What follows belongs to an exercise in optimizing a design on an open flow for small area, a short achievable clock period and few clock cycles per item; a production flow would make more cautious choices. Only simulation tests tie the RTL to the original design; equivalence was not proved.

==> inputs of trial 54 <==
// rs_bm_decoder
module rs_bm_decoder (
    input  wire         i_clock,
    input  wire         i_arst_n,
    input  wire         i_start,
    input  wire  [47:0] i_synd,
    output logic [35:0] o_locator,
    output logic        o_ready
);
    logic       busy_q;
    logic       ready_q;
    logic [2:0] step_q;      
    logic       accept;
    logic       last;
    logic [7:0] q_q [0:5];
    logic [7:0] c_q [1:3];
    logic       xb1_q;
    logic [7:0] xb_q [2:3];
    logic [3:0] ib_a1_q;
    logic [3:0] ib_s_q;
    logic [3:0] ib_d_q;
    logic [7:0] b_inv;
    logic [2:0] len_q;
    logic [7:0] disc;
    logic [7:0] inv_in;
    logic [3:0] inv_a1;
    logic [3:0] inv_s;
    logic [3:0] inv_d;
    logic [7:0] scale;
    logic       take_p4;
    logic [7:0] upd2_in;
    logic [7:0] upd2;
    logic [7:0] upd3;
    logic       len_update;
    logic       s1_zero;
    logic       all_zero;
    logic [7:0] synd_c [0:5];
    logic [7:0] sigma [1:3];
    assign accept  = i_start && !busy_q;
    assign last    = (step_q == 3'd5);
    assign s1_zero = (i_synd[7:0] == 8'h00);
    assign all_zero = (i_synd == 48'h0);
    for (genvar j = 0; j < 6; j++)
    begin : g_in
        gf256_to_comp u_to (.i_x(i_synd[8*j +: 8]), .o_c(synd_c[j]));
    end
    gf256_dot3 u_disc (
        .i_c  (q_q[0]),
        .i_a1 (c_q[1]), .i_b1 (q_q[1]),
        .i_a2 (c_q[2]), .i_b2 (q_q[2]),
        .i_a3 (c_q[3]), .i_b3 (q_q[3]),
        .o_p  (disc)
    );
    assign inv_in = busy_q ? disc : synd_c[0];
    gf256_inv_pre u_inv_pre (.i_x(inv_in), .o_a1(inv_a1), .o_s(inv_s), .o_d(inv_d));
    gf256_inv_post u_inv_post (.i_a1(ib_a1_q), .i_s(ib_s_q), .i_d(ib_d_q), .o_y(b_inv));
    gf256_mul u_scale (.i_a(disc), .i_b(b_inv), .o_p(scale));
    assign take_p4 = busy_q && (step_q == 3'd4) && (len_q == 3'd1);
    assign upd2_in = take_p4 ? q_q[3] : xb_q[2];
    gf256_mul u_upd2 (.i_a(scale), .i_b(upd2_in), .o_p(upd2));
    gf256_mul u_upd3 (.i_a(scale), .i_b(xb_q[3]), .o_p(upd3));
    assign len_update = busy_q && (disc != 8'h00) && ({len_q, 1'b0} <= {1'b0, step_q});
    always_ff @(posedge i_clock or negedge i_arst_n)
    begin
        if (!i_arst_n)
        begin
            busy_q  <= 1'b0;
            ready_q <= 1'b0;
  ...
clock: 19.0 ns
lec_check: 0
cap_margin: 20
core_margin: 2
core_utilization: 40
slew_margin: 20
standard.sh (not shown) runs the stock make flow with config.mk's settings and CLKGATE_MAP_FILE= SYNTH_SCRIPT=/design/flow/synth_recipe.tcl, a recipe that flattens the netlist after the stock synthesis.
==> flow/flow/run.sh <==
#!/bin/bash
# The standard layout (standard.sh, ORFS at the design's clock and constraints)
# with these changes:
#  - synthesis maps the logic with flow/abc.script in place of ORFS's
#    abc_speed.script; everything else in synthesis (register mapping,
#    flattening, renaming) is synth_recipe.tcl as is, so the registers are the
#    standard synthesis's;
#  - after synthesis, flow/upsize_regs.tcl gives the registers with many
#    loads the next drive strength of their own flip-flop type;
#  - the port buffers that global placement inserts are sky130_fd_sc_hd__buf_1
#    rather than the cell buffer_ports picks by itself (a delay cell);
#  - ORFS's repair_timing steps aim for 13.2 ns of setup slack
#    (SETUP_SLACK_MARGIN), so they also speed up the paths the 19 ns clock
#    leaves slack on.
# Each tool's output goes to a log file in the work folder (flow_make_synth.log,
# upsize_regs.log, flow_make.log; ORFS's own logs under orfs/logs/).
set -euo pipefail
work=$(cd "$(dirname "$0")/.." && pwd)
cat > "$work/own_synth.tcl" <<TCL
# Yosys's abc with this flow's script; every other argument as ORFS gives it
proc abc {args} {
  set i [lsearch -exact \$args -script]
  if { \$i >= 0 } { lset args [expr { \$i + 1 }] {$work/flow/abc.script} }
  yosys abc {*}\$args
}
source {$work/synth_recipe.tcl}
TCL
args=(SYNTH_SCRIPT="$work/own_synth.tcl" SETUP_SLACK_MARGIN=13.2 "BUFFER_PORTS_ARGS=-buffer_cell sky130_fd_sc_hd__buf_1")
bash "$work/standard.sh" "${args[@]}" synth > "$work/flow_make_synth.log" 2>&1
SYNTH_ODB="$work/orfs/results/$FLOW_PLATFORM/rs_bm_decoder/base/1_synth.odb" \
LIB_FILE="$FLOW_HOME/platforms/$FLOW_PLATFORM/lib/sky130_fd_sc_hd__tt_025C_1v80.lib" \
  openroad -no_splash -exit "$work/flow/upsize_regs.tcl" > "$work/upsize_regs.log" 2>&1
bash "$work/standard.sh" "${args[@]}" finish > "$work/flow_make.log" 2>&1
==> flow/flow/abc.script <==
strash
&get -n
&st
&dch
&nf -R 1000
&put
topo
stime -c
buffer -c
upsize -c
dnsize -c
==> flow/flow/upsize_regs.tcl <==
# Give the registers that drive many loads a stronger flip-flop of the same
# kind (drive strength only): C, the multiplier taps Q1..Q3 of the syndromes,
# XB1 and the busy flag.
read_db $::env(SYNTH_ODB)
read_liberty $::env(LIB_FILE)
set n 0
foreach inst [get_cells *] {
  set name [get_property $inst name]
  set m [get_property $inst ref_name]
  if { $m eq "sky130_fd_sc_hd__dfxtp_1" && [regexp {^(c_q|q_q\[[123]\]|xb1_q)} $name] } {
    replace_cell $inst sky130_fd_sc_hd__dfxtp_2
    incr n
  } elseif { $m eq "sky130_fd_sc_hd__dfrtp_1" && [regexp {^busy_q} $name] } {
    replace_cell $inst sky130_fd_sc_hd__dfrtp_2
    incr n
  }
}
puts "upsized $n registers"
write_db $::env(SYNTH_ODB)
==> build 9 (differences from trial 54) <==
==> flow/flow/run.sh (replaced) <==
#!/bin/bash
# The standard layout (standard.sh), with one change: synthesis maps the logic
# with flow/abc.script in place of ORFS's abc_speed.script. Everything else in
# synthesis (register mapping, flattening, renaming) is synth_recipe.tcl as is.
set -euo pipefail
work=$(cd "$(dirname "$0")/.." && pwd)
cat > "$work/own_synth.tcl" <<TCL
# Yosys's abc with this flow's script; every other argument as ORFS gives it
proc abc {args} {
  set i [lsearch -exact \$args -script]
  if { \$i >= 0 } { lset args [expr { \$i + 1 }] {$work/flow/abc.script} }
  yosys abc {*}\$args
}
source {$work/synth_recipe.tcl}
TCL
bash "$work/standard.sh" SYNTH_SCRIPT="$work/own_synth.tcl" finish > "$work/flow_make.log" 2>&1
==> flow/flow/abc.script (replaced) <==
strash
&get -n
&st
&dch
&nf -R 1000
&put
topo
stime -c
upsize -c
dnsize -c
removed: flow/flow/upsize_regs.tcl
==> trial 17 (differences from trial 54) <==
==> flow/flow/run.sh (replaced) <==
#!/bin/bash
# The standard layout (standard.sh) with two changes:
#  - synthesis maps the logic with flow/abc.script in place of ORFS's
#    abc_speed.script; everything else in synthesis (register mapping,
#    flattening, renaming) is synth_recipe.tcl as is;
#  - the port buffers that global placement inserts are sky130_fd_sc_hd__buf_2
#    rather than the cell buffer_ports picks by itself (a delay cell).
set -euo pipefail
work=$(cd "$(dirname "$0")/.." && pwd)
cat > "$work/own_synth.tcl" <<TCL
# Yosys's abc with this flow's script; every other argument as ORFS gives it
proc abc {args} {
  set i [lsearch -exact \$args -script]
  if { \$i >= 0 } { lset args [expr { \$i + 1 }] {$work/flow/abc.script} }
  yosys abc {*}\$args
}
source {$work/synth_recipe.tcl}
TCL
bash "$work/standard.sh" SYNTH_SCRIPT="$work/own_synth.tcl" \
  "BUFFER_PORTS_ARGS=-buffer_cell sky130_fd_sc_hd__buf_2" finish > "$work/flow_make.log" 2>&1
removed: flow/flow/upsize_regs.tcl
==> trial 39 (differences from trial 54) <==
==> flow/flow/run.sh (replaced) <==
#!/bin/bash
# The standard layout (standard.sh) with two changes:
#  - synthesis maps the logic with flow/abc.script in place of ORFS's
#    abc_speed.script; everything else in synthesis (register mapping,
#    flattening, renaming) is synth_recipe.tcl as is;
#  - the port buffers that global placement inserts are sky130_fd_sc_hd__buf_1
#    rather than the cell buffer_ports picks by itself (a delay cell);
#  - after synthesis, flow/upsize_regs.tcl gives the registers with many
#    loads the next drive strength of their own flip-flop type.
set -euo pipefail
work=$(cd "$(dirname "$0")/.." && pwd)
cat > "$work/own_synth.tcl" <<TCL
# Yosys's abc with this flow's script; every other argument as ORFS gives it
proc abc {args} {
  set i [lsearch -exact \$args -script]
  if { \$i >= 0 } { lset args [expr { \$i + 1 }] {$work/flow/abc.script} }
  yosys abc {*}\$args
}
source {$work/synth_recipe.tcl}
TCL
args=(SYNTH_SCRIPT="$work/own_synth.tcl" "BUFFER_PORTS_ARGS=-buffer_cell sky130_fd_sc_hd__buf_1")
bash "$work/standard.sh" "${args[@]}" synth > "$work/flow_make_synth.log" 2>&1
SYNTH_ODB="$work/orfs/results/$FLOW_PLATFORM/rs_bm_decoder/base/1_synth.odb" \
LIB_FILE="$FLOW_HOME/platforms/$FLOW_PLATFORM/lib/sky130_fd_sc_hd__tt_025C_1v80.lib" \
  openroad -no_splash -exit "$work/flow/upsize_regs.tcl" > "$work/upsize_regs.log" 2>&1
bash "$work/standard.sh" "${args[@]}" finish > "$work/flow_make.log" 2>&1
==> summary of the runs <==
The lowest via count belongs to trial 17, the highest to trial 54. Against build 9, the design area of trial 39 is lower by 2.2%. The highest wire length belongs to trial 17, the lowest to build 9. Clock skew, lowest first: build 9, trial 39, trial 17, trial 54. Of trial 54 and trial 17, trial 17 has the higher critical path depth (gap 9). Hold slack: build 9 > trial 39 > trial 54 > trial 17. In count of clock-buffer cells in the layout, trial 54 and build 9 do not differ.
==> figures <==
                                                                          build 9        trial 17        trial 39        trial 54
Peak clock frequency supported by timing                                153.7 MHz       164.6 MHz       167.1 MHz       176.7 MHz
Count of cell instances traversed by the critical path                         12              21              12              12
YS chip area                                                                    -               -     0.01092 mm²     0.01092 mm²
Clock period minus worst slack                                           6.507 ns        6.075 ns        5.983 ns        5.660 ns
DRT Wirelength                                                           28.84 mm        29.02 mm        28.89 mm        29.01 mm
Run status                                                         finished clean  finished clean  finished clean  finished clean
Gpl congestion                                                             0.8724          0.9258          0.8908          0.9007
Worst Hold Margin                                                       0.4374 ns       0.4291 ns       0.4361 ns       0.4320 ns
Final standard cell count with taps included and fillers excluded            1760            1767            1767            1784
Number of inserted filler cells in the final layout                          2644            2717            2684            2636
Core area                                                             0.02598 mm²     0.02688 mm²     0.02695 mm²     0.02695 mm²
Biggest fanout along the worst timing path                                      6               9               6               6
Hpwl dp                                                                  22.14 mm        22.66 mm        22.74 mm        22.65 mm
Design area                                                           0.01202 mm²     0.01178 mm²     0.01176 mm²     0.01221 mm²
Testbench counts of trial 54, summed over its fixed seeds: cycles 9,223, decodes 1,600.
Testbench counts of build 9, summed over its fixed seeds: cycles 9,223, decodes 1,600.
Testbench counts of trial 17, summed over its fixed seeds: cycles 9,223, decodes 1,600.
Testbench counts of trial 39, summed over its fixed seeds: cycles 9,223, decodes 1,600.

what the ideal ports hide:
How much do the figures lean on ideal ports? The routed layouts below were timed once more, with nothing changed but the port constraints. Step 1 sets driving cells, clkbuf_16 on the clock port and buf_2 on the other inputs (assumed; they add their load-dependent delay and slew). Step 2 times the ports against the registers' clock, not the clock port: input delays grow and output delays shrink by t, the midpoint of the rising clock arrivals with the driver on. Slacks: ideal / step 1 / step 2; pairs: ideal / step 1.
| run | t (ns) | setup slack, ns | hold slack, ns | latest minus earliest clock arrival (ns) |
|---|---|---|---|---|
| trial 54 | 0.406 | 13.340 / 13.365 / 12.958 | 0.432 / 0.432 / 0.432 | 0.017 / 0.017 |
| build 9 | 0.411 | 12.493 / 12.498 / 12.086 | 0.437 / 0.437 / 0.437 | 0.009 / 0.009 |
| trial 17 | 0.404 | 12.925 / 12.925 / 12.645 | 0.429 / 0.429 / 0.429 | 0.017 / 0.017 |
| trial 39 | 0.409 | 13.017 / 13.041 / 12.632 | 0.436 / 0.436 / 0.436 | 0.014 / 0.014 |
After both steps every run listed still meets setup and hold. The setup slack of build 9, which loses most, moves by +0.005 ns with the drivers and by -0.407 ns with both steps.
